This is an optimization exercise on Yosys and OpenROAD, whose aim is small area and a short achievable clock period, not a production implementation. Only simulation tests tie the RTL to the original design; equivalence was not proved. Power and IR drop assume default switching activity.

## flow/design.v (module list and top-level ports; edited modules follow where they fit)
// module mul_ci_pipe: 4807 lines
// module csa_fa: 10 lines
// module csa_ha: 9 lines
module mul_ci_pipe #(
    parameter int WIDTH = 32,
    parameter int PIPE  = 3
) (
    input  logic             clock,
    input  logic             aclr,
    input  logic             clken,
    input  logic             start,
    input  logic [2:0]       n,
    input  logic [WIDTH-1:0] dataa,
    input  logic [WIDTH-1:0] datab,
    output logic [WIDTH-1:0] result,
    output logic             done,
    output logic             busy
);
  // ...
==> flow/flow/run.sh <==
#!/bin/bash
# The standard layout, with repair_timing aiming for more setup slack than the clock needs,
# so that the resizer works on the paths that set the achieved period, and clock tree
# synthesis without dummy balancing loads. Everything else (synthesis, constraints, clock
# period, floorplan, power grid) is the standard flow.
set -euo pipefail
bash standard.sh SETUP_SLACK_MARGIN=6.6 \
  "CTS_ARGS=-sink_clustering_enable -repair_clock_nets -sink_clustering_size 20 -sink_clustering_max_diameter 150 -dont_use_dummy_load" \
  finish > make_finish.log 2>&1
==> flow/standard.sh <==
#!/bin/bash
# synth_recipe.tcl (not shown) runs the flow's synth.tcl, then flattens the netlist and writes it again
# the make line also repeats each setting of config.mk as NAME=value (left out here)
make -C /OpenROAD-flow-scripts/flow DESIGN_CONFIG=/design/flow/config.mk WORK_HOME=/design/flow/orfs CLKGATE_MAP_FILE= SYNTH_SCRIPT=/design/flow/synth_recipe.tcl "${@:-finish}"
==> flow/config.mk <==
export PLATFORM = sky130hd
export DESIGN_NAME = mul_ci_pipe
export DESIGN_NICKNAME = mul_ci_pipe
export VERILOG_FILES = /design/flow/design.v
export SDC_FILE = /design/flow/constraint.sdc
export NUM_CORES = 4
export LEC_CHECK = 0
export CAP_MARGIN = 20
export CORE_MARGIN = 2
export CORE_UTILIZATION = 40
export CTS_CLUSTER_DIAMETER = 150
export CTS_CLUSTER_SIZE = 20
export PLACE_DENSITY = 0.6
export SLEW_MARGIN = 20
export SYNTH_HIERARCHICAL = 1
export SYNTH_MINIMUM_KEEP_SIZE = 0
==> flow/constraint.sdc <==
create_clock -name core_clock -period 10.0 [get_ports {clock}]
set_input_delay 2.0000 -clock core_clock [delete_from_list [all_inputs] [get_ports {clock}]]
set_output_delay 2.0000 -clock core_clock [all_outputs]
set_load 0.01 [all_outputs]
==> results.json, run 1 <==
{
  "outcome": "no timing/DRC/antenna violations",
  "die_h_um": 329,
  "postPlaceCellArea_um2": 44400,
  "switching_share_pct": 44.0,
  "tightest_slew_ns": 0.915,
  "dieArea_um2": 108000,
  "postCtsSetupRepairBufs": 14,
  "cp_slowest_stage_delay_ns": 0.34,
  "grt_util_met2_pct": 36.7,
  "dp_slack_ns": 4.64,
  "cts_buffers": 28,
  "hold_path_end": "ph0_63",
  "place_congestion": 0.866,
  "clock_area_share_pct": 1.51,
  "power_mw": 16.4,
  "cts_tree": "done",
  "maxCapViolCount": 0,
  "seq_area_frac_synth_pct": 34.8,
  "synth-edff-count": 486,
  "nWellTaps": 1391,
  "grt_pass1_vias": 29800,
  "clock-root-buffer": "clkbuf_16",
  "clk_pin_slew_ns": 0.09,
  "hold_start": "s1_63_0",
  "postRouteAntennaNets": 0,
  "p_per_area_nw_per_um2": 354,
  "synth.distinct_cells": 68,
  "worst-path-stages": 7,
  "setup_viol": 0,
  "grt.overflow.total": 0,
  "final_util_pct": 44.2,
  "start_util_pct": 40.2,
  "wl_per_cell_um": 27.4,
  "p_int_mw": 9.19,
  "antenna_found_initial": 1,
  "buf_share_pct": 5.34,
  "holdWs_ns": 0.402,
  "p_clk_mw": 1.16,
  "yosysMostFrequentCell": "xnor2_1",
  "hold_buffers": 0,
  "rr_endpoint": "result_q[28]",
  "finalWorstSetupSlack_ns": 6.58,
  "grt_pass1_wl_mm": 194
}
==> run 2, diff against run 1 <==
--- a/flow/flow/run.sh
+++ b/flow/flow/run.sh
@@ -6,3 +6,3 @@
 set -euo pipefail
-bash standard.sh SETUP_SLACK_MARGIN=6.6 \
+bash standard.sh SETUP_SLACK_MARGIN=6.55 \
   "CTS_ARGS=-sink_clustering_enable -repair_clock_nets -sink_clustering_size 20 -sink_clustering_max_diameter 150 -dont_use_dummy_load" \
==> results.json, run 2 <==
{
  "tightest_slew_ns": 1.04,
  "fin_tns_setup_ns": 0,
  "outcome": "no timing/DRC/antenna violations",
  "grt_start_max_net_pins": 85,
  "irDropWorstVdd_mv": 0.288,
  "synth_simple_gate_area_share_pct": 5.45,
  "cp_slowest_stage_delay_ns": 0.38,
  "num_vias": 29200,
  "dieArea_um2": 108000,
  "rsz0062_at_grt": "yes",
  "postPlaceCellArea_um2": 44400,
  "hpwl_mm": 79.8,
  "cts_buffer_depth": 3,
  "routed_via_density": 6.11,
  "hold_start": "s1_63_0",
  "holdWs_ns": 0.425,
  "synthTopCellsByArea": "edfxtp_1, fa_1, xnor2_1",
  "clock-root-buffer": "clkbuf_16",
  "skew_ns": 0.0779,
  "clkLatencyLatePin_ns": 0.65,
  "synthMuxAreaShare_pct": 0.406,
  "synth_top_area_share_pct": 34.6,
  "reg2regPathDepth": 16,
  "track_usage_pct": 23.9,
  "path_max_fanout": 3,
  "crit_type": "flop to flop",
  "die_w_um": 329,
  "maxCapViolCount": 0,
  "coreArea_um2": 105000,
  "grt_pass1_vias": 30100,
  "max_freq_mhz": 289,
  "num-fill-cells": 9659,
  "rr_startpoint": "acc_hi_q[0]",
  "worstPathCellList": "ha_1 > ha_2 > or2_4 > ha_4 > o211ai_1 > buf_4 > a21oi_4 > o2111ai_4 > buf_6 > buf_6 > a211oi_4 > o2111ai_2 > a21oi_2 > and2_4 > mux2i_1 > o211ai_1",
  "setup_viol": 0,
  "htreeDepth": 1,
  "synth-edff-count": 486,
  "synth.distinct_cells": 68,
  "slew-limit-headroom_pct": 30.6,
  "syn_inst": 3473,
  "fin_cells": 4783,
  "power_mw": 16.5,
  "hold_buffers": 0,
  "start_util_pct": 40.2,
  "yosysTopAreaCell": "edfxtp_1",
  "min_path_type": "flop to flop",
  "drt_iter0_markers": 3532,
  "min_period_ns": 3.46,
  "mostFrequentLayoutCells": "xnor2_1, a22oi_1, fa_1",
  "synth_compound_area_share_pct": 13.9,
  "layout-drive-gt1-share_pct": 7.17,
  "portBuffers": 104,
  "fin_nets": 4148,
  "postRouteAntennaNets": 0,
  "syn_avg_cell_area_um2": 12.1,
  "cts_buffers": 29,
  "place_congestion": 0.880,
  "min_path_cells": 0,
  "synth_common_cells": "xnor2_1, a22oi_1, fa_1",
  "period_share_pct": 34.6,
  "cp_num_buf_inv": 3,
  "startpoint_type": "flop",
  "cpLargestDelayFamily": "compound AO/OA/AOI/OAI gates",
  "r2r_slack_ns": 6.54,
  "drt-total-wl_mm": 131,
  "seq_area_frac_synth_pct": 34.8,
  "rr_endpoint": "result_q[31]",
  "fin_area_um2": 46200,
  "layout_commonest_cell": "xnor2_1",
  "final-hold-violation-count": 0,
  "cts_tree": "done",
  "rows": 119,
  "grt.overflow.total": 0,
  "critPathArrivalTime_ns": 3.83,
  "antenna_found_initial": 2,
  "synth_xor_area_share_pct": 12.9,
  "critPathSlowestCell": "edfxtp_1",
  "crit_start": "acc_hi_q[0]",
  "ys_seq_elements": 491,
  "async_reset_ff_share_pct": 0,
  "grt_pass1_wl_mm": 193,
  "yosysWarningCount": 7,
  "synth_fa_ha_area_share_pct": 29.1,
  "area_delta_synth_final_pct": 9.62,
  "power.leakage_nw": 16.5,
  "clk_pin_slew_ns": 0.09,
  "crit_required_ns": 10.37,
  "dr.pass1.iters": 9,
  "die_h_um": 329,
  "cp-end-kind": "flop",
  "p_per_area_nw_per_um2": 356,
  "wl_per_cell_um": 27.4,
  "synth_top_family_by_area": "adder cells",
  "yosysMostFrequentCell": "xnor2_1",
  "hold_path_end": "ph0_63",
  "finalMaxSlewViolations": 0,
  "dpl.cell_count": 4726,
  "synthesis.area_um2": 42200,
  "io_pins": 105,
  "route.detailed.drc": 0,
  "cts_sinks": 491,
  "yosys_most_used_dff": "edfxtp_1"
}
[run 2: cell counts after synthesis]
Identical to the previous run, type by type.
[run 2: worst reg2reg max path, stage by stage (launching register included)]
cell and delay [ns]:
edfxtp_1 0.38, ha_1 0.29, ha_2 0.15, or2_4 0.11
ha_4 0.11, o211ai_1 0.09, buf_4 0.16, a21oi_4 0.17
o2111ai_4 0.16, buf_6 0.16, buf_6 0.11, a211oi_4 0.36
o2111ai_2 0.20, a21oi_2 0.26, and2_4 0.20, mux2i_1 0.18
o211ai_1 0.10
[run 2: what timing repair did]
item                       in CTS  in global routing
gates cloned                    2                  0
pin swaps                      40                 40
gates resized for setup       140                142
setup endpoints to repair     259                134
setup buffers                  14                 11
[run 2: worst max path at each step]
stage	endpoint	cells after the start	slack, ns
2_1_floorplan	acc_hi_q[0]	4	6.26
3_3_place_gp	acc_hi_q[5]	5	5.06
3_5_place_dp	acc_lo_q[5]	5	5.05
4_1_cts	result_q[31]	16	6.44
5_1_grt	result_q[31]	16	6.39
6_report	result_q[31]	16	6.54
[run 2: cell type report]
| class | count | area (um2) | share of cell area, % |
|---|---|---|---|
| Multi-Input combinational cell | 2619 | 26600 | 57.5 |
| Sequential cell | 491 | 14700 | 31.8 |
| Timing Repair Buffer | 224 | 2390 | 5.17 |
| Tap cell | 1391 | 1740 | 3.76 |
| Clock buffer | 29 | 726 | 1.57 |
| Inverter | 28 | 105 | 0.227 |
| Antenna cell | 1 | 2.50 | 0.00541 |
[run 2: layer usage]
metal | part of all wire (%) | routed length [um] | up-vias | global-route usage, %
li1 | - | - | 12200 | -
met1 | 40 | 52500 | 14800 | 31.9
met2 | 45 | 59400 | 1876 | 37.6
met3 | 11 | 14200 | 390 | 6.01
met4 | 4.0 | 5210 | 4 | 8.97
met5 | 0.016 | 21 | - | 0
[run 2: where the power goes]
group          internal [mW]  switching, mW
sequential              3.98          0.455
combinational           4.67           6.19
clock                  0.512          0.669
[run 2: logic make-up (layout without fill, tap and decap cells)]
logic type / after synthesis / after routing
AOI/OAI and AO/OA: 814 / 816
adders and majority gates: 684 / 684
xor gates and xnor gates: 622 / 622
DFF: 491 / 491
and+or+nand+nor: 458 / 458
buffers and inverters: 385 / 281
muxes: 17 / 17
other: 2 / 23
[run 2: through the flow]
step | worst slack, ns | utilization (%)
4_1_cts | 6.44 | 43.5
3_5_place_dp | 5.05 | 42.3
3_3_place_gp | 5.06 | 42.3
2_1_floorplan | 6.26 | -
5_1_grt | 6.39 | 44.0
6_report | 6.54 | 44.0
[run 2: per-module statistics from Yosys (local to each module, per instance)]
module       cells  times used
mul_ci_pipe   2826           1
csa_ha           1         155
csa_fa           1         492
==> run 3, diff against run 2 <==
--- a/flow/flow/run.sh
+++ b/flow/flow/run.sh
@@ -6,3 +6,3 @@
 set -euo pipefail
-bash standard.sh SETUP_SLACK_MARGIN=6.55 \
+bash standard.sh SETUP_SLACK_MARGIN=6.6 \
   "CTS_ARGS=-sink_clustering_enable -repair_clock_nets -sink_clustering_size 20 -sink_clustering_max_diameter 150 -dont_use_dummy_load" \
--- a/flow/config.mk
+++ b/flow/config.mk
@@ -9,6 +9,6 @@
 export CORE_MARGIN = 2
-export CORE_UTILIZATION = 40
+export CORE_UTILIZATION = 45
 export CTS_CLUSTER_DIAMETER = 150
 export CTS_CLUSTER_SIZE = 20
-export PLACE_DENSITY = 0.6
+export PLACE_DENSITY = 0.65
 export SLEW_MARGIN = 20
==> results.json, run 3 <==
{
  "outcome": "no timing/DRC/antenna violations",
  "drt-total-wl_mm": 127,
  "area_delta_synth_final_pct": 9.68,
  "synth_common_cells": "xnor2_1, a22oi_1, fa_1",
  "dr.pass1.iters": 6,
  "antenna_found_initial": 0,
  "cp-end-kind": "flop",
  "final_util_pct": 49.7,
  "seq_area_frac_synth_pct": 34.8,
  "cts_buffer_depth": 3,
  "grt_pass1_wl_mm": 188,
  "fin_cells": 4643,
  "yosysTopAreaCell": "edfxtp_1",
  "min_path_type": "flop to flop",
  "portBuffers": 104,
  "period_share_pct": 34.9,
  "cts_buffers": 28,
  "rows": 112,
  "synth.distinct_cells": 68,
  "maxCapViolCount": 0,
  "layout_commonest_cell": "xnor2_1",
  "hpwl_mm": 76.8,
  "critPathArrivalTime_ns": 3.84,
  "io_pins": 105,
  "tightest_slew_ns": 1.04,
  "place_congestion": 0.911,
  "finalMaxSlewViolations": 0,
  "grt_pass1_vias": 29900,
  "min_period_ns": 3.49,
  "num_vias": 29300,
  "postRouteAntennaNets": 0,
  "die_w_um": 310,
  "setup_viol": 0,
  "clkLatencyLatePin_ns": 0.63,
  "synthesis.area_um2": 42200,
  "synth-edff-count": 486,
  "syn_avg_cell_area_um2": 12.1,
  "max_freq_mhz": 286,
  "crit_required_ns": 10.35,
  "postPlaceCellArea_um2": 44300,
  "mostFrequentLayoutCells": "xnor2_1, a22oi_1, fa_1",
  "ys_seq_elements": 491,
  "skew_ns": 0.0448,
  "route.detailed.drc": 0,
  "routed_via_density": 6.31,
  "final-hold-violation-count": 0,
  "hold_buffers": 0,
  "track_usage_pct": 26.1,
  "synth_top_area_share_pct": 34.6,
  "fin_tns_setup_ns": 0,
  "startpoint_type": "flop",
  "async_reset_ff_share_pct": 0,
  "yosysWarningCount": 7,
  "layout-drive-gt1-share_pct": 7.55,
  "cts_tree": "done",
  "power.leakage_nw": 16.6,
  "dieArea_um2": 96200,
  "yosysMostFrequentCell": "xnor2_1",
  "die_h_um": 310,
  "reg2regPathDepth": 14,
  "start_util_pct": 45.3,
  "n_antenna_cell": 0,
  "htreeDepth": 1,
  "min_path_cells": 0,
  "crit_type": "flop to flop",
  "clk_pin_slew_ns": 0.09,
  "p_per_area_nw_per_um2": 358,
  "syn_inst": 3473,
  "yosys_most_used_dff": "edfxtp_1",
  "cts_sinks": 491,
  "path_max_fanout": 3,
  "grt.overflow.total": 0,
  "slew-limit-headroom_pct": 30.6,
  "irDropWorstVdd_mv": 0.247,
  "coreArea_um2": 93000,
  "clock-root-buffer": "clkbuf_16",
  "synthTopCellsByArea": "edfxtp_1, fa_1, xnor2_1",
  "rsz0062_at_grt": "yes",
  "grt_start_max_net_pins": 182,
  "drt_iter0_markers": 3455,
  "power_mw": 16.6,
  "fin_area_um2": 46300,
  "fin_nets": 4146,
  "dpl.cell_count": 4588,
  "wl_per_cell_um": 27.3
}
-- run 3: cell counts after synthesis --
No cell type changed its count.
-- run 3: cells by family (layout without fill, tap and decap cells) --
group	Yosys count	after routing	share of synthesized area (%)
xor+xnor	622	622	12.9
compound gates	814	816	13.9
flops	491	491	34.8
other cells	2	22	0.0178
simple gates	458	458	5.45
mux	17	17	0.406
fa+ha+maj	684	684	29.1
buf+inv	385	279	3.43
-- run 3: worst paths after layout --
path / startpoint / slack (ns) / end
worst max-delay path: acc_hi_q[0] / 6.51 / result_q[22]
worst min-delay path: op1_q[0] / 0.42 / op2_q[0]
worst max register to register: acc_hi_q[0] / 6.51 / result_q[22]
worst min register to register: op1_q[0] / 0.42 / op2_q[0]
-- run 3: per-module statistics from Yosys, one instance, submodules excluded --
module	cells inside	times used
mul_ci_pipe	2826	1
csa_fa	1	492
csa_ha	1	155
-- run 3: worst max-delay path, stage by stage (launching register included) --
cell and delay (ns):
edfxtp_1 0.39, ha_1 0.31, ha_2 0.16, or2_4 0.24
ha_4 0.15, o211ai_1 0.18, buf_4 0.17, a21oi_4 0.07
o2111ai_4 0.25, a21oi_2 0.10, o31a_1 0.29, o41ai_2 0.35
xor2_1 0.28, nand2b_4 0.18, o2111ai_2 0.09
-- run 3: power by group --
part           switching, mW  internal, mW  leakage (nW)
Sequential             0.457          3.98          4.83
Combinational           6.15          4.83          11.4
Clock                  0.663         0.495         0.345
Total                   7.27          9.30          16.6
-- run 3: per-layer routing --
metal  vias to the layer above  GRT usage, %  wire length (um)
li1                      12200             -                 -
met1                     14700          34.4             49100
met2                      2035          40.1             56200
met3                       442          7.26             14800
met4                         0          12.3              6720
met5                         -         0.101                 0
-- run 3: stage by stage --
step                hold slack (ns)  setup WS [ns]
finish                        0.425           6.51
floorplan                     0.400           6.26
global route                  0.438           6.32
detailed placement            0.406           5.07
CTS                           0.427           6.54
global placement              0.401           5.10
-- run 3: what timing repair did --
action                                  4_1_cts  5_1_grt
endpoints found under the setup margin      271      222
endpoints found under the hold margin         0        0
gates resized for setup                     166      172
pin swaps                                    27       48
cloned                                        1        1
setup buffers                                15       10
-- run 3: cell type report --
type	instances	area, um2
flip-flops and latches	491	14700
repair buffers	223	2450
fillers	8199	46800
clock buffers	28	701
well taps	1254	1570
inverters	28	105
multi-input cells	2619	26700
==> run 4, diff against run 3 <==
==> flow/flow/run.sh (replaced) <==
#!/bin/bash
# The standard layout, with repair_timing aiming for more setup slack than the clock needs,
# so that the resizer works on the paths that set the achieved period. Everything else
# (synthesis, constraints, clock period, floorplan, power grid) is the standard flow.
set -euo pipefail
bash standard.sh SETUP_SLACK_MARGIN=6.65 finish > make_finish.log 2>&1
--- a/flow/config.mk
+++ b/flow/config.mk
@@ -9,6 +9,6 @@
 export CORE_MARGIN = 2
-export CORE_UTILIZATION = 45
+export CORE_UTILIZATION = 40
 export CTS_CLUSTER_DIAMETER = 150
 export CTS_CLUSTER_SIZE = 20
-export PLACE_DENSITY = 0.65
+export PLACE_DENSITY = 0.6
 export SLEW_MARGIN = 20
==> results.json, run 4 <==
{
  "outcome": "no timing/DRC/antenna violations",
  "clock-root-buffer": "clkbuf_16",
  "postRouteAntennaNets": 0,
  "tightest_slew_ns": 1.05,
  "io_pins": 105,
  "critPathMostFrequentCell": "fa_1",
  "cpLargestDelayFamily": "adder cells",
  "synth-edff-count": 486,
  "hold_path_end": "ph0_63",
  "synth_fa_ha_area_share_pct": 29.1,
  "crit_required_ns": 10.36,
  "grt_start_max_net_pins": 181,
  "place_congestion": 0.887,
  "critPathArrivalTime_ns": 3.82,
  "fin_nets": 4183,
  "setup_viol": 0,
  "power.leakage_nw": 16.9,
  "clk_pin_slew_ns": 0.10,
  "ys_seq_elements": 491,
  "yosysWarningCount": 7,
  "rsz0062_at_grt": "yes",
  "p_per_area_nw_per_um2": 354,
  "drt_iter0_markers": 3674,
  "grt.overflow.total": 0,
  "rows": 119,
  "cts_buffers": 28,
  "layout_commonest_cell": "xnor2_1",
  "worst-path-stages": 8,
  "yosysTopAreaCell": "edfxtp_1",
  "min_period_ns": 3.46,
  "cts_tree": "done",
  "period_share_pct": 34.6,
  "hpwl_mm": 79.4,
  "final_util_pct": 45.6,
  "slew-limit-headroom_pct": 30.2,
  "die_h_um": 329,
  "min_path_type": "flop to flop",
  "hold_buffers": 0,
  "maxCapViolCount": 0,
  "yosysMostFrequentCell": "xnor2_1",
  "cts_sinks": 491,
  "rr_startpoint": "a_q[16]",
  "final-hold-violation-count": 0,
  "worstPathCellList": "buf_6 > clkbuf_16 > a22oi_2 > xnor2_1 > fa_1 > fa_1 > fa_1 > fa_2",
  "cp_num_buf_inv": 2,
  "path_max_fanout": 4,
  "dr.pass1.iters": 7,
  "drt-total-wl_mm": 136,
  "mostFrequentLayoutCells": "xnor2_1, edfxtp_1, a22oi_1",
  "irDropWorstVdd_mv": 0.230,
  "num-fill-cells": 9551,
  "syn_avg_cell_area_um2": 12.1,
  "track_usage_pct": 23.9,
  "die_w_um": 329,
  "synth_xor_area_share_pct": 12.9,
  "cts_buffer_depth": 3,
  "coreArea_um2": 105000,
  "synthesis.area_um2": 42200,
  "start_util_pct": 40.2,
  "clkLatencyLatePin_ns": 0.67,
  "grt_pass1_vias": 29900,
  "synthMuxAreaShare_pct": 0.406,
  "num_vias": 29500,
  "layout-drive-gt1-share_pct": 14.6,
  "portBuffers": 104,
  "reg2regPathDepth": 8,
  "synthTopCellsByArea": "edfxtp_1, fa_1, xnor2_1",
  "htreeDepth": 1,
  "crit_type": "flop to flop",
  "syn_inst": 3473,
  "critPathSlowestCell": "fa_1",
  "antenna_found_initial": 3,
  "cp-end-kind": "flop",
  "yosys_most_used_dff": "edfxtp_1",
  "synth_compound_area_share_pct": 13.9,
  "fin_tns_setup_ns": 0,
  "rr_endpoint": "s1_18_1",
  "finalMaxSlewViolations": 0,
  "routed_via_density": 6.09,
  "r2r_slack_ns": 6.54,
  "route.detailed.drc": 0,
  "synth_top_family_by_area": "adder cells",
  "hold_start": "s1_63_0",
  "seq_area_frac_synth_pct": 34.8,
  "synth_top_area_share_pct": 34.6,
  "synth_common_cells": "xnor2_1, a22oi_1, fa_1",
  "synth_simple_gate_area_share_pct": 5.45,
  "wl_per_cell_um": 28.2,
  "area_delta_synth_final_pct": 13.4,
  "synth.distinct_cells": 68,
  "dieArea_um2": 108000,
  "cp_slowest_stage_delay_ns": 0.59,
  "min_path_cells": 0,
  "async_reset_ff_share_pct": 0,
  "max_freq_mhz": 289,
  "skew_ns": 0.0639,
  "startpoint_type": "flop",
  "grt_pass1_wl_mm": 193
}
==> run 4: power by group <==
part | switching [mW] | total, mW | internal [mW]
sequential | 0.468 | 4.45 | 3.98
combinational | 6.27 | 11.3 | 5.01
clock | 0.704 | 1.23 | 0.525
==> run 4: modules after synthesis (local to each module, per instance) <==
module,area (um2),cells,times used
mul_ci_pipe,30400,2826,1
csa_ha,12.5,1,155
csa_fa,20.0,1,492
==> run 4: worst max path at each step <==
stage | endpoint | from | slack, ns
after CTS | result_q[22] | pend_q[0] | 6.46
after global routing | result_q[29] | pend_q[0] | 6.40
after floorplan | acc_hi_q[0] | aclr | 6.26
after detailed placement | acc_hi_q[21] | aclr | 5.01
final | s1_18_1 | a_q[16] | 6.54
after global placement | acc_hi_q[28] | aclr | 5.06
==> run 4: cell type report <==
class	instances	area (um2)	area share (%)
multi-input cells	2620	27400	57.3
flip-flops and latches	491	14700	30.7
repair buffers	259	3100	6.48
well taps	1391	1740	3.64
clock buffers	42	753	1.57
inverters	28	105	0.220
clock inverters	3	43.8	0.0916
diodes	2	5.00	0.0105
==> run 4: stage by stage <==
step	hold slack, ns	worst slack (ns)	std cells	instance area, um2	total power [mW]
global placement	0.402	5.06	4725	44400	14.5
CTS	0.420	6.46	4783	45900	16.1
detailed placement	0.405	5.01	4725	44400	14.6
floorplan	0.400	6.26	3493	42300	11.0
global route	0.429	6.40	4835	47800	18.2
finish	0.422	6.54	4836	47800	17.0
==> run 4: metal layers <==
metal	wire (um)	GRT usage [%]
met1	54000	32.5
met2	59700	36.5
met3	16300	6.27
met4	6260	9.40
met5	13	0
==> run 4: kinds of logic after synthesis <==
kind of cell | Yosys count
AO/OA/AOI/OAI | 814
XOR/XNOR | 622
adder cells (fa/ha/maj) | 684
buffers and inverters | 385
flip-flops | 491
multiplexers | 17
other | 2
AND/OR/NAND/NOR | 458
==> run 4: what timing repair did <==
item / CTS / global route
gates resized for setup: 298 / 334
endpoints found under the setup margin: 271 / 156
cloned: 2 / 18
pin swaps: 39 / 123
setup buffers: 11 / 33
==> run 5, diff against run 4 <==
--- a/flow/flow/run.sh
+++ b/flow/flow/run.sh
@@ -5,2 +5,2 @@
 set -euo pipefail
-bash standard.sh SETUP_SLACK_MARGIN=6.65 finish > make_finish.log 2>&1
+bash standard.sh SETUP_SLACK_MARGIN=6.6 finish > make_finish.log 2>&1
==> results.json, run 5 <==
{
  "outcome": "no timing/DRC/antenna violations",
  "min_path_cells": 0,
  "drt-total-wl_mm": 131,
  "yosysWarningCount": 7,
  "dp_slack_ns": 4.64,
  "htreeDepth": 1,
  "area_delta_synth_final_pct": 10.3,
  "holdWs_ns": 0.425,
  "yosysTopAreaCell": "edfxtp_1",
  "layout-drive-gt1-share_pct": 7.43,
  "grt_pass1_wl_mm": 194,
  "worstPathCellList": "buf_6 > buf_6 > nand2b_4 > buf_4 > nor2_1 > a211oi_1 > o211ai_1",
  "grt.overflow.total": 0,
  "critPathSlowestCell": "buf_4",
  "hpwl_mm": 80.2,
  "synth_compound_area_share_pct": 13.9,
  "min_path_type": "flop to flop",
  "synth-edff-count": 486,
  "fin_nets": 4147,
  "final-hold-violation-count": 0,
  "start_util_pct": 40.2,
  "met2_length_mm": 58.0,
  "route.detailed.drc": 0,
  "postRouteAntennaNets": 0,
  "met1_length_mm": 54.2,
  "mostFrequentLayoutCells": "xnor2_1, a22oi_1, fa_1",
  "top_layer": "met4",
  "cts_tree": "done",
  "finalWorstSetupSlack_ns": 6.57,
  "setup_viol": 0,
  "r2r_slack_ns": 6.58,
  "max_freq_mhz": 292,
  "cts_buffers": 28,
  "routed_via_density": 6.10,
  "irDropWorstVdd_mv": 0.208,
  "rows": 119,
  "synth_top_area_share_pct": 34.6,
  "io_pins": 105,
  "reg2regPathDepth": 6,
  "synth_top_family_by_area": "adder cells",
  "synthMuxAreaShare_pct": 0.406,
  "syn_avg_cell_area_um2": 12.1,
  "yosysMostFrequentCell": "xnor2_1",
  "skew_ns": 0.0173,
  "track_usage_pct": 24.0,
  "num-fill-cells": 9657,
  "rr_endpoint": "s1_44_1",
  "clk_pin_slew_ns": 0.09,
  "synthTopCellsByArea": "edfxtp_1, fa_1, xnor2_1",
  "cp_slowest_stage_delay_ns": 0.34,
  "startpoint_type": "input pin",
  "period_share_pct": 34.3,
  "place_congestion": 0.866,
  "synth.distinct_cells": 68,
  "finalMaxSlewViolations": 0,
  "syn_inst": 3473,
  "slew-limit-headroom_pct": 38.8,
  "maxCapViolCount": 0,
  "hold_buffers": 0,
  "synth_simple_gate_area_share_pct": 5.45,
  "seq_area_frac_synth_pct": 34.8,
  "critPathMostFrequentCell": "buf_6",
  "die_h_um": 329,
  "hold_start": "s1_57_0",
  "critPathArrivalTime_ns": 3.81,
  "synth_fa_ha_area_share_pct": 29.1,
  "p_per_area_nw_per_um2": 355,
  "synth_common_cells": "xnor2_1, a22oi_1, fa_1",
  "wl_met3_mm": 13.5,
  "cts_buffer_depth": 3,
  "crit_type": "input pin to flop",
  "layout_commonest_cell": "xnor2_1",
  "clkLatencyLatePin_ns": 0.64,
  "wl_per_cell_um": 27.4,
  "rsz0062_at_grt": "yes",
  "die_w_um": 329,
  "synth_xor_area_share_pct": 12.9,
  "cts_sinks": 491,
  "dr.pass1.iters": 6,
  "fin_tns_setup_ns": 0,
  "power.leakage_nw": 16.6,
  "path_max_fanout": 34,
  "clock-root-buffer": "clkbuf_16",
  "drt_iter0_markers": 3242,
  "seq_area_um2": 14700,
  "coreArea_um2": 105000,
  "antenna_found_initial": 0,
  "min_period_ns": 3.43,
  "num_vias": 29300,
  "hold_path_end": "ph1_57",
  "multiInputGateArea_um2": 26700,
  "ys_seq_elements": 491,
  "tightest_slew_ns": 0.918,
  "dieArea_um2": 108000,
  "grt_start_max_net_pins": 73,
  "rr_startpoint": "bn_q[12]",
  "portBuffers": 104,
  "cp-end-kind": "flop",
  "async_reset_ff_share_pct": 0,
  "crit_required_ns": 10.38,
  "grt_pass1_vias": 29900,
  "yosys_most_used_dff": "edfxtp_1",
  "synthesis.area_um2": 42200
}
==> run 5: layout make-up <==
cell class              instances  share of cell area, %
diodes                          2                 0.0108
clock buffers                  41                   1.61
clock inverters                 3                 0.0941
inverters                      28                  0.226
multi-input cells            2620                   57.3
flip-flops and latches        491                   31.6
well taps                    1391                   3.74
repair buffers                223                   5.43
==> run 5: worst max-delay path: cells and delay by family <==
| kind | cells | cell delay, ns |
|---|---|---|
| AO/OA/AOI/OAI | 2 | 0.38 |
| buffers and inverters | 3 | 0.95 |
| AND/OR/NAND/NOR | 2 | 0.42 |
==> run 5: how the worst max path moves through the flow <==
stage	start	end	cells past startpoint
after floorplan	aclr	acc_hi_q[0]	4
after global placement	aclr	acc_hi_q[29]	5
after detailed placement	aclr	acc_hi_q[26]	5
after CTS	acc_hi_q[0]	result_q[31]	14
after global routing	acc_hi_q[0]	result_q[22]	13
final	aclr	result_q[31]	7
==> run 5: kinds of logic (layout without fill, tap and decap cells) <==
logic type,after synthesis,after routing
AO/OA/AOI/OAI,814,817
adder cells (fa/ha/maj),684,684
XOR/XNOR,622,622
flip-flops,491,491
AND/OR/NAND/NOR,458,458
buffers and inverters,385,295
multiplexers,17,17
other,2,24
==> run 5: power by group <==
part	internal [mW]	switching, mW	total, mW
Clock	0.524	0.700	1.22
Sequential	3.98	0.471	4.45
Combinational	4.75	6.11	10.9
Total	9.25	7.28	16.5
==> run 5: per-stage QoR <==
step	instances	utilization (%)	instance area (um2)	total power [mW]
2_1_floorplan	3493	-	42300	11.0
3_3_place_gp	4728	42.3	44400	14.4
3_5_place_dp	4728	42.3	44400	14.6
4_1_cts	4789	43.7	45800	16.1
5_1_grt	4797	44.3	46500	17.8
6_report	4799	44.3	46500	16.5
==> run 5: what timing repair did <==
item | 4_1_cts | 5_1_grt
setup buffers | 14 | 8
pin swaps | 32 | 42
gates cloned | 3 | 0
resized for setup | 189 | 184
endpoints found under the setup margin | 476 | 202
==> run 5: routing by layer <==
metal	track usage, %	up-vias
li1	-	12200
met1	33.1	14800
met2	36.6	1865
met3	5.33	406
met4	9.82	0
met5	0	-
==> run 5: modules after synthesis, one instance, submodules excluded <==
module       cell area (um2)  cells  copies in the design  flip-flops and latches
csa_fa                  20.0      1                   492                       0
mul_ci_pipe            30400   2826                     1                     491
csa_ha                  12.5      1                   155                       0
==> run 6, diff against run 5 <==
==> flow/flow/run.sh (replaced) <==
#!/bin/bash
# The standard layout, with repair_timing aiming for more setup slack than the clock needs,
# so that the resizer works on the paths that set the achieved period, and clock tree
# synthesis without dummy balancing loads. Everything else (synthesis, constraints, clock
# period, floorplan, power grid) is the standard flow.
set -euo pipefail
bash standard.sh SETUP_SLACK_MARGIN=6.6 \
  "CTS_ARGS=-sink_clustering_enable -repair_clock_nets -sink_clustering_size 24 -sink_clustering_max_diameter 150 -dont_use_dummy_load" \
  finish > make_finish.log 2>&1
--- a/flow/config.mk
+++ b/flow/config.mk
@@ -11,3 +11,3 @@
 export CTS_CLUSTER_DIAMETER = 150
-export CTS_CLUSTER_SIZE = 20
+export CTS_CLUSTER_SIZE = 24
 export PLACE_DENSITY = 0.6
==> results.json, run 6 <==
{
  "outcome": "no timing/DRC/antenna violations",
  "critPathArrivalTime_ns": 3.80,
  "mostFrequentLayoutCells": "xnor2_1, a22oi_1, fa_1",
  "hold_buffers": 0,
  "synth.distinct_cells": 68,
  "syn_inst": 3473,
  "yosys_most_used_dff": "edfxtp_1",
  "crit_type": "input pin to flop",
  "dieArea_um2": 108000,
  "min_period_ns": 3.46,
  "area_delta_synth_final_pct": 9.98,
  "synthTopCellsByArea": "edfxtp_1, fa_1, xnor2_1",
  "wl_per_cell_um": 27.4,
  "layout-drive-gt1-share_pct": 7.29,
  "slew-limit-headroom_pct": 39.3,
  "startpoint_type": "input pin",
  "grt_start_max_net_pins": 73,
  "antenna_found_initial": 2,
  "portBuffers": 104,
  "fin_nets": 4144,
  "clkLatencyLatePin_ns": 0.62,
  "rsz0062_at_grt": "yes",
  "worstPathCellList": "buf_6 > buf_6 > nand2b_1 > buf_4 > nor2_1 > a21oi_1 > o21ai_0 > a211oi_1 > o211ai_1",
  "dr.pass1.iters": 6,
  "synthesis.area_um2": 42200,
  "cp-end-kind": "flop",
  "rows": 119,
  "final-hold-violation-count": 0,
  "yosysWarningCount": 7,
  "track_usage_pct": 23.9,
  "period_share_pct": 34.6,
  "path_max_fanout": 34,
  "die_w_um": 329,
  "clock-root-buffer": "clkbuf_16",
  "critPathSlowestCell": "buf_4",
  "hpwl_mm": 80.2,
  "synth_common_cells": "xnor2_1, a22oi_1, fa_1",
  "cts_buffer_depth": 3,
  "finalMaxSlewViolations": 0,
  "route.detailed.drc": 0,
  "io_pins": 105,
  "die_h_um": 329,
  "synth-edff-count": 486,
  "tightest_slew_ns": 0.910,
  "routed_via_density": 6.08,
  "layout_commonest_cell": "xnor2_1",
  "htreeDepth": 1,
  "cts_tree": "done",
  "skew_ns": 0.0486,
  "fin_cells": 4781,
  "coreArea_um2": 105000,
  "syn_avg_cell_area_um2": 12.1,
  "place_congestion": 0.866,
  "drt-total-wl_mm": 131,
  "irDropWorstVdd_mv": 0.222,
  "clk_pin_slew_ns": 0.11,
  "crit_required_ns": 10.34,
  "postRouteAntennaNets": 0,
  "seq_area_frac_synth_pct": 34.8,
  "grt_pass1_vias": 29800,
  "grt.overflow.total": 0,
  "grt_pass1_wl_mm": 193,
  "maxCapViolCount": 0,
  "cp_slowest_stage_delay_ns": 0.32,
  "num-fill-cells": 9648,
  "power_mw": 16.3,
  "critPathMostFrequentCell": "buf_6",
  "max_freq_mhz": 289,
  "yosysTopAreaCell": "edfxtp_1",
  "async_reset_ff_share_pct": 0,
  "p_per_area_nw_per_um2": 351,
  "num_vias": 29000,
  "power.leakage_nw": 16.6,
  "dpl.cell_count": 4728,
  "ys_seq_elements": 491,
  "setup_viol": 0,
  "min_path_type": "flop to flop",
  "fin_tns_setup_ns": 0,
  "final_util_pct": 44.2,
  "yosysMostFrequentCell": "xnor2_1",
  "cts_sinks": 491,
  "drt_iter0_markers": 3289,
  "synth_top_area_share_pct": 34.6,
  "cts_buffers": 24,
  "start_util_pct": 40.2
}
## run 6: critical path, delay by kind of cell
kind | cells | cell delay, ns
and+or+nand+nor | 2 | 0.24
AOI/OAI and AO/OA | 4 | 0.57
buffers and inverters | 3 | 0.93
## run 6: metal layers
layer | up-vias | share of wire [%] | track usage, %
li1 | 12200 | - | -
met1 | 14700 | 41 | 32.9
met2 | 1814 | 44 | 36.6
met3 | 392 | 10 | 5.37
met4 | 0 | 4.2 | 9.68
met5 | - | 0 | 0
## run 6: path summary, 6_finish.rpt
kind	end	slack [ns]	cells past startpoint	start
max	result_q[31]	6.54	9	aclr
min reg2reg	ph0_61	0.43	0	s1_61_0
min	ph0_61	0.43	0	s1_61_0
max reg2reg	result_q[28]	6.58	14	acc_hi_q[0]
## run 6: metrics by stage
stage / instance area (um2) / hold slack (ns) / setup WS, ns
after floorplan: 42300 / 0.400 / 6.26
after CTS: 45700 / 0.428 / 6.51
after detailed placement: 44400 / 0.405 / 4.64
after global placement: 44400 / 0.402 / 4.68
final: 46400 / 0.427 / 6.54
after global routing: 46400 / 0.438 / 6.43
## run 6: per-module statistics from Yosys (local to each module, per instance)
module       times used  cell area, um2  flops+latches
csa_fa              492            20.0              0
mul_ci_pipe           1           30400            491
csa_ha              155            12.5              0
## run 6: layout make-up
| class | count | area (um2) | area share, % |
|---|---|---|---|
| inverters | 28 | 105 | 0.227 |
| repair buffers | 224 | 2580 | 5.57 |
| flip-flops and latches | 491 | 14700 | 31.7 |
| multi-input cells | 2620 | 26600 | 57.5 |
| diodes | 3 | 7.51 | 0.0162 |
| well taps | 1391 | 1740 | 3.75 |
| clock buffers | 24 | 601 | 1.29 |
## run 6: cell families after synthesis
family | after synthesis | synth area share (%)
AO/OA/AOI/OAI | 814 | 13.9
adder cells (fa/ha/maj) | 684 | 29.1
XOR/XNOR | 622 | 12.9
flip-flops | 491 | 34.8
AND/OR/NAND/NOR | 458 | 5.45
buffers and inverters | 385 | 3.43
multiplexers | 17 | 0.406
other | 2 | 0.0178
## run 6: power breakdown
| group | internal, mW | leakage, nW | switching, mW |
|---|---|---|---|
| Combinational | 4.70 | 11.4 | 6.06 |
| Sequential | 3.98 | 4.83 | 0.469 |
| Clock | 0.430 | 0.296 | 0.665 |
| Total | 9.10 | 16.6 | 7.19 |
## run 6: what timing repair did
action                                 CTS  global route
pin swaps                               31            29
setup endpoints to repair              474           214
resized for setup                      172           193
cloned                                   3             0
endpoints found under the hold margin    0             0
setup buffers                           14             9

[port drivers added, routing unchanged]
No port has a modelled driver above. Below, the same layouts with a new extraction and two added sets of constraints.
Step 1 (the two cells are an assumption about what drives the block):
set clk [get_ports {clock}]
set_driving_cell -lib_cell sky130_fd_sc_hd__clkbuf_16 $clk
set_driving_cell -lib_cell sky130_fd_sc_hd__buf_2 [delete_from_list [all_inputs] $clk]
Step 2 adds t to the input delays and takes it off the output delays; t is the mean of the earliest and latest rising clock arrival at the registers after step 1. Input paths then give back, and output paths get back, about the clock's delay inside the block.
a / b / c = ideal ports / drivers / drivers and shift; a / b = the first two.
| run | t (ns) | setup slack, ns | worst register clock-pin slew, ns | worst data-port slew with drivers (ns) | cell pins on the clock port's net |
|---|---|---|---|---|---|
| run 1 | 0.666 | 6.577 / 6.570 / 5.938 | 0.09 / 0.09 | 0.05 | 1 |
| run 2 | 0.678 | 6.541 / 6.510 / 5.941 | 0.10 / 0.10 | 0.06 | 1 |
| run 3 | 0.680 | 6.506 / 6.506 / 5.930 | 0.10 / 0.10 | 0.07 | 1 |
| run 4 | 0.707 | 6.539 / 6.539 / 6.046 | 0.10 / 0.10 | 0.07 | 1 |
| run 5 | 0.698 | 6.570 / 6.585 / 5.902 | 0.09 / 0.09 | 0.05 | 1 |
| run 6 | 0.665 | 6.538 / 6.567 / 5.902 | 0.12 / 0.12 | 0.05 | 1 |
After both steps every run listed still meets setup and hold. For run 5, which loses most, drivers alone change the setup slack by +0.015 ns; drivers and shift together by -0.668 ns.
